What follows belongs to an exercise in optimizing a design on an open flow for small area, a short achievable clock period and few clock cycles per item; a production flow would make more cautious choices.
No run shown here included a check of the RTL's function; only the layout flow was run.

==> flow/design.v, too long to show whole: its modules and the start of the top module <==
// module hlsm_dp_param: 1058 lines
// module hdp_fa: 4 lines
// module hdp_ha: 4 lines
// module hdp_gp: 4 lines
// module hdp_g: 3 lines
// module hdp_x2: 3 lines
// module hdp_mj: 3 lines
// module hdp_bs: 3 lines
module hlsm_dp_param (
  input  logic        Clk,
  input  logic        Rst,
  input  logic        Start,
  input  logic [31:0] a,
  input  logic [31:0] b,
  input  logic [31:0] c,
  output logic        Busy,
  output logic        Done,
  output logic [31:0] z,
  output logic [31:0] x,
  output logic        Ovf
);
  // ...
==> flow/flow/run.sh <==
#!/bin/bash
# Own layout flow: the standard flow (standard.sh) in three parts.
#  1. standard synthesis, unchanged;
#  2. flow/downsize.tcl: every combinational cell that synthesis mapped to a
#     drive strength above 1 is set to strength 1 (same function and pins); the
#     resizer later upsizes what timing needs;
#  3. the rest of the standard flow, with a tighter internal repair target for
#     setup (SETUP_SLACK_MARGIN; the SDC is unchanged) and buf_2 port buffers.
# Each tool's output goes to a log file of its own here (and ORFS's per-step
# logs under orfs/logs).
set -euo pipefail
MARGIN=${MARGIN:-7.5}
bash standard.sh synth > make_synth.log 2>&1
openroad -no_init -exit flow/downsize.tcl > downsize.log 2>&1
bash standard.sh SETUP_SLACK_MARGIN=$MARGIN \
  "BUFFER_PORTS_ARGS=-buffer_cell sky130_fd_sc_hd__buf_2" finish > make_finish.log 2>&1
==> flow/flow/downsize.tcl <==
# Set combinational cells of drive strength > 1 to strength 1 in 1_synth.odb.
set odb_file orfs/results/sky130hd/hlsm_dp_param/base/1_synth.odb
read_db $odb_file
set db [ord::get_db]
set n 0
foreach inst [[ord::get_db_block] getInsts] {
  set m [$inst getMaster]
  set name [$m getName]
  if {[regexp {^(sky130_fd_sc_hd__)(\w+)_([0-9]+)$} $name -> pre base size]} {
    if {$size <= 1} continue
    if {[regexp {^(df|edf|sdf|dl|clk|buf|inv|conb|tap|fill|decap)} $base]} continue
    set small [$db findMaster ${pre}${base}_1]
    if {$small eq "NULL" || $small eq ""} continue
    # same pin names required
    set p1 [lsort [lmap t [$m getMTerms] {$t getName}]]
    set p2 [lsort [lmap t [$small getMTerms] {$t getName}]]
    if {$p1 ne $p2} continue
    $inst swapMaster $small
    incr n
  }
}
puts "downsized $n cells"
write_db $odb_file
==> flow/standard.sh <==
#!/bin/bash
# synth_recipe.tcl (not shown) runs the flow's synth.tcl, then flattens the netlist and writes it again
# the make line also repeats each setting of config.mk as NAME=value (left out here)
make -C /OpenROAD-flow-scripts/flow DESIGN_CONFIG=/design/flow/config.mk WORK_HOME=/design/flow/orfs CLKGATE_MAP_FILE= SYNTH_SCRIPT=/design/flow/synth_recipe.tcl "${@:-finish}"
==> flow/config.mk <==
export PLATFORM = sky130hd
export DESIGN_NAME = hlsm_dp_param
export DESIGN_NICKNAME = hlsm_dp_param
export VERILOG_FILES = /design/flow/design.v
export SDC_FILE = /design/flow/constraint.sdc
export NUM_CORES = 4
export LEC_CHECK = 0
export CAP_MARGIN = 20
export CORE_MARGIN = 2
export CORE_UTILIZATION = 40
export SLEW_MARGIN = 20
export SYNTH_HIERARCHICAL = 1
export SYNTH_MINIMUM_KEEP_SIZE = 0
==> flow/constraint.sdc <==
create_clock -name core_clock -period 12.5 [get_ports {Clk}]
set_input_delay 2.5000 -clock core_clock [delete_from_list [all_inputs] [get_ports {Clk}]]
set_output_delay 2.5000 -clock core_clock [all_outputs]
set_load 0.01 [all_outputs]
==> flow_summary.json, run 1 <==
{
  "ant_nets_after_route": 0,
  "cts_hold_buffers": 0,
  "grt.met2_usage_pct": 40.9,
  "crit_path_max_fanout": 3,
  "setup_slack_ps": 7260,
  "htree_levels": 1,
  "finalClockSkew_ps": 57.7,
  "top_level_ports": 166,
  "reg2reg_depth": 11,
  "clk_pin_slew_worst_paths_ps": 60,
  "max_freq_ghz": 0.191,
  "timing_max_transition_violations_final": 0,
  "grt_use_total_pct": 25.0,
  "crit_chain": "a21o_1, a21o_4, a21o_4, a21o_1, buf_12, a21o_1, nor2_1, nor2_1, o21a_1, o21bai_1, buf_2",
  "cp-endpoint": "Ovf",
  "multiInputGateArea_mm2": 0.0180,
  "crit_start": "xpr[1]$_DFFE_PP_",
  "clock_path_buffers": 3,
  "die-area_mm2": 0.0610,
  "mostFrequentLayoutCell": "sky130_fd_sc_hd__xnor2_1",
  "place.detailed.instances": 3087,
  "number_of_drc_markers_after_the_initial_detailed_route_iteration": 1648,
  "grt_most_used_layer": "met2",
  "finalSetupViolations": 0,
  "drive_above_1_share_pct": 18.1,
  "cts.sink_count": 228,
  "preCtsSetupSlack_ps": 6660,
  "vias": 18600,
  "hold_viol": 0,
  "core_mm2": 0.0587,
  "status": "timing/DRC/antenna clean",
  "hpwlAfterDp_mm": 55.8
}
==> run 2: changes to the inputs <==
--- a/flow/design.v
+++ b/flow/design.v
@@ -68,22 +68,23 @@
       xgr   <= xg;
       c3r31 <= c3[31];
       bgr  <= bg;
       bpr  <= bp;
       t32r <= ts[32] ^ tc[32];
     end
   end
   logic [32:0] xs;
-  logic        fged;
+  logic        ovk, ovm;
   assign x = xs[31:0];
   assign cfr  = bgr[7] | (bpr[7] & (bgr[6] | (bpr[6] & (bgr[5] | (bpr[5] & (bgr[4] | (bpr[4] & (bgr[3] | (bpr[3] & (bgr[2] | (bpr[2] & (bgr[1] | (bpr[1] & (bgr[0]))))))))))))));
   assign p32r = t32r ^ cfr;
-  assign fged = cfr ? (c3r31 & xs[32]) : (c3r31 | xs[32]);
-  assign Ovf  = ov1 | p32r | ~fged;
+  assign ovk = ov1 | p32r | (cfr & ~c3r31);
+  assign ovm = cfr | ~c3r31;
+  assign Ovf = ovk | (ovm & ~xs[32]);
   always_ff @(posedge Clk or posedge Rst) begin
     if (Rst) begin
       Busy <= 1'b0;
       Done <= 1'b0;
     end else begin
       Busy <= acc;
       Done <= Busy | (Done & ~acc);
     end
==> flow/config.mk (replaced) <==
export PLATFORM = sky130hd
export DESIGN_NAME = hlsm_dp_param
export DESIGN_NICKNAME = hlsm_dp_param
export VERILOG_FILES = /design/flow/design.v
export SDC_FILE = /design/flow/constraint.sdc
export NUM_CORES = 4
export LEC_CHECK = 0
export CAP_MARGIN = 20
export CORE_MARGIN = 2
export CORE_UTILIZATION = 40
export CTS_BUF_LIST = sky130_fd_sc_hd__clkbuf_4 sky130_fd_sc_hd__clkbuf_8
export SLEW_MARGIN = 20
export SYNTH_HIERARCHICAL = 1
export SYNTH_MINIMUM_KEEP_SIZE = 0
==> run 2 against run 1 <==
  * Still clean
  * Utilization grew 0.54 points
  * Register-to-register slack got worse by 70 ps
  * Via count is 2.6% higher
  * Setup slack worse by 27 ps
  * Routed wire length up 2.2%
  * Critical endpoint is now x[17]
  * Largest cell class unchanged
==> flow_summary.json, run 2 <==
{
  "timing_max_transition_violations_final": 0,
  "num_rows": 89,
  "hpwlAfterDp_mm": 56.0,
  "first_global_vias": 19200,
  "fp.dieH_um": 247,
  "vias": 19100,
  "worst_setup_path_start_kind": "flop",
  "met2_wire_len_mm": 37.5,
  "die-area_mm2": 0.0610,
  "max_cap_violations": 0,
  "minimum_period_implied_by_the_final_worst_setup_slack_ps": 5270,
  "globalplace.congestion": 0.927,
  "final_nets": 3007,
  "timing.max_slew.rel_slack_pct": 37.5,
  "grt_antenna_before_repair": 6,
  "wl_per_cell_um": 24.3,
  "grt_first_pass_wirelength_mm": 117,
  "mostFrequentLayoutCell": "sky130_fd_sc_hd__xnor2_1",
  "top_library_cells_by_usage_in_the_layout_fill_and_taps_aside": "sky130_fd_sc_hd__xnor2_1 (313), sky130_fd_sc_hd__a21o_1 (292), sky130_fd_sc_hd__a22oi_1 (272)",
  "status": "timing/DRC/antenna clean",
  "wl_met3_mm": 6.35,
  "clock_path_buffers": 3,
  "met1Wirelength_mm": 32.3,
  "drive_above_1_share_pct": 19.8,
  "hold_viol": 0,
  "core_mm2": 0.0587,
  "finalSetupViolations": 0,
  "fill_cells": 5290,
  "cts_tree": "built",
  "clk_pin_slew_worst_paths_ps": 60,
  "clk-insertion-delay-late_ps": 660,
  "die_x_um": 247,
  "crit_path_max_fanout": 8,
  "cts_hold_buffers": 0,
  "worst-setup-path-type": "reg -> out",
  "yosys_warnings": 8,
  "synth.avg_cell_area_um2": 11.1,
  "fin_hold_ws_ps": 484,
  "grt_setup_unrepaired": "true",
  "hold_crit_path_type": "reg -> reg",
  "place.port_buffers": 165,
  "top_level_ports": 166,
  "setup-tns-final_ps": 0,
  "grt_use_total_pct": 25.4,
  "cts_inserted_buffers": 44,
  "fin_crit_sh_pct": 42.1,
  "worst-slew-pin-transition_ps": 936,
  "finalClockSkew_ps": 62.6,
  "ant_nets_after_route": 0,
  "route.detailed.vias_per_inst": 5.84,
  "postRouteWirelength_mm": 79.3,
  "mappedNetlistArea_mm2": 0.0236,
  "cp_data_arrival_time_ps": 2770,
  "critPathCaptureType": "primary output",
  "max_freq_ghz": 0.190,
  "start_util_pct": 40.2,
  "cts.sink_count": 228,
  "drc_errors": 0,
  "htree_levels": 2,
  "top_layer_used": "met5",
  "number_of_drc_markers_after_the_initial_detailed_route_iteration": 1739,
  "area_growth_syn_to_layout_pct": 20.2,
  "drt-pass1-iter-count": 7,
  "clock_tree.root_cell": "sky130_fd_sc_hd__clkbuf_8",
  "required_ps": 10000,
  "grt_start_max_net_pins": 64,
  "grt_overflow": 0,
  "netlist_instances": 2123
}
==> run 2: cell count changes in the layout (fill, tap and decap cells not counted), sizes merged, moves of 4 or more <==
cell / delta
clkbuf: +26
buf: +10
bufinv: +6
clkinvlp: -5
clkinv: -4
inv: +4
==> run 2: area by class of cell <==
| type | instances | area [um2] | area share, % |
|---|---|---|---|
| diodes | 1 | 2.50 | 0.00882 |
| repair buffers | 285 | 2110 | 7.44 |
| clock inverters | 22 | 345 | 1.22 |
| clock buffers | 59 | 756 | 2.66 |
| flip-flops and latches | 228 | 5880 | 20.7 |
| inverters | 69 | 259 | 0.913 |
| well taps | 773 | 967 | 3.41 |
| multi-input cells | 1832 | 18000 | 63.6 |
==> run 2: stage by stage <==
step / instance area (um2) / instances / utilization [%] / setup WS (ps)
after global routing: 28400 / 3269 / 48.3 / 7080
after detailed placement: 25700 / 3087 / 43.9 / 6650
final: 28400 / 3269 / 48.3 / 7230
after floorplan: 23800 / 2145 / - / 7460
after global placement: 25700 / 3086 / 43.8 / 6700
after CTS: 27800 / 3243 / 47.4 / 7100
==> run 2: final timing paths <==
check | startpoint | end | slack [ps] | cells past startpoint
worst min register to register | Done$_DFF_PP0_ | Done$_DFF_PP0_ | 480 | 1
max in group asynchronous | Rst | Busy$_DFF_PP0_ | 10700 | 2
min in group asynchronous | Rst | Busy$_DFF_PP0_ | 1680 | 2
worst max register to register | bo[2]$_DFF_P_ | xpr[27]$_DFFE_PP_ | 7340 | 11
worst min-delay path | Done$_DFF_PP0_ | Done$_DFF_PP0_ | 480 | 1
worst max-delay path | xpr[1]$_DFFE_PP_ | x[17] | 7230 | 10
==> run 2: worst max-delay path: stages, from the launching register on <==
cell,delay (ps)
sky130_fd_sc_hd__edfxtp_1,390
sky130_fd_sc_hd__a21o_1,220
sky130_fd_sc_hd__a21o_4,240
sky130_fd_sc_hd__a21o_4,220
sky130_fd_sc_hd__a21o_1,180
sky130_fd_sc_hd__buf_12,140
sky130_fd_sc_hd__buf_6,110
sky130_fd_sc_hd__buf_6,120
sky130_fd_sc_hd__a21o_1,180
sky130_fd_sc_hd__xor2_1,150
sky130_fd_sc_hd__buf_2,150
==> run 2: repair_timing <==
action | in CTS | in global routing
gates cloned | 2 | 3
gates resized for setup | 101 | 55
endpoints found under the setup margin | 69 | 42
pin swaps | 52 | 66
setup buffers | 73 | 22
==> run 2: routing by layer <==
metal  global-route usage, %  vias to the layer above
met5                       0                        -
met4                    9.04                        6
met3                    4.58                      211
met2                    41.8                      952
met1                    33.5                     9615
li1                        -                     8322

[re-timing with driven ports]
The flow's constraints put no driver on any port. The routed layouts listed below were extracted and timed again, unchanged, in two steps. Step 1 sets driving cells, clkbuf_16 on the clock port and buf_2 on the other inputs (assumed; they add their load-dependent delay and slew). Step 2 times the ports against the registers' clock, not the clock port: input delays grow and output delays shrink by t, the midpoint of the rising clock arrivals with the driver on. Slacks: ideal / step 1 / step 2; pairs: ideal / step 1.
| run | t, ns | slack for setup (ns) | worst slew at a driven data input, ns |
|---|---|---|---|
| run 1 | 0.652 | 7.260 / 7.195 / 6.933 | 0.06 |
| run 2 | 0.690 | 7.233 / 7.171 / 6.851 | 0.06 |
After both steps setup and hold are still met in every run listed. The setup slack of run 2, which loses most, moves by -0.062 ns with the drivers and by -0.382 ns with both steps.
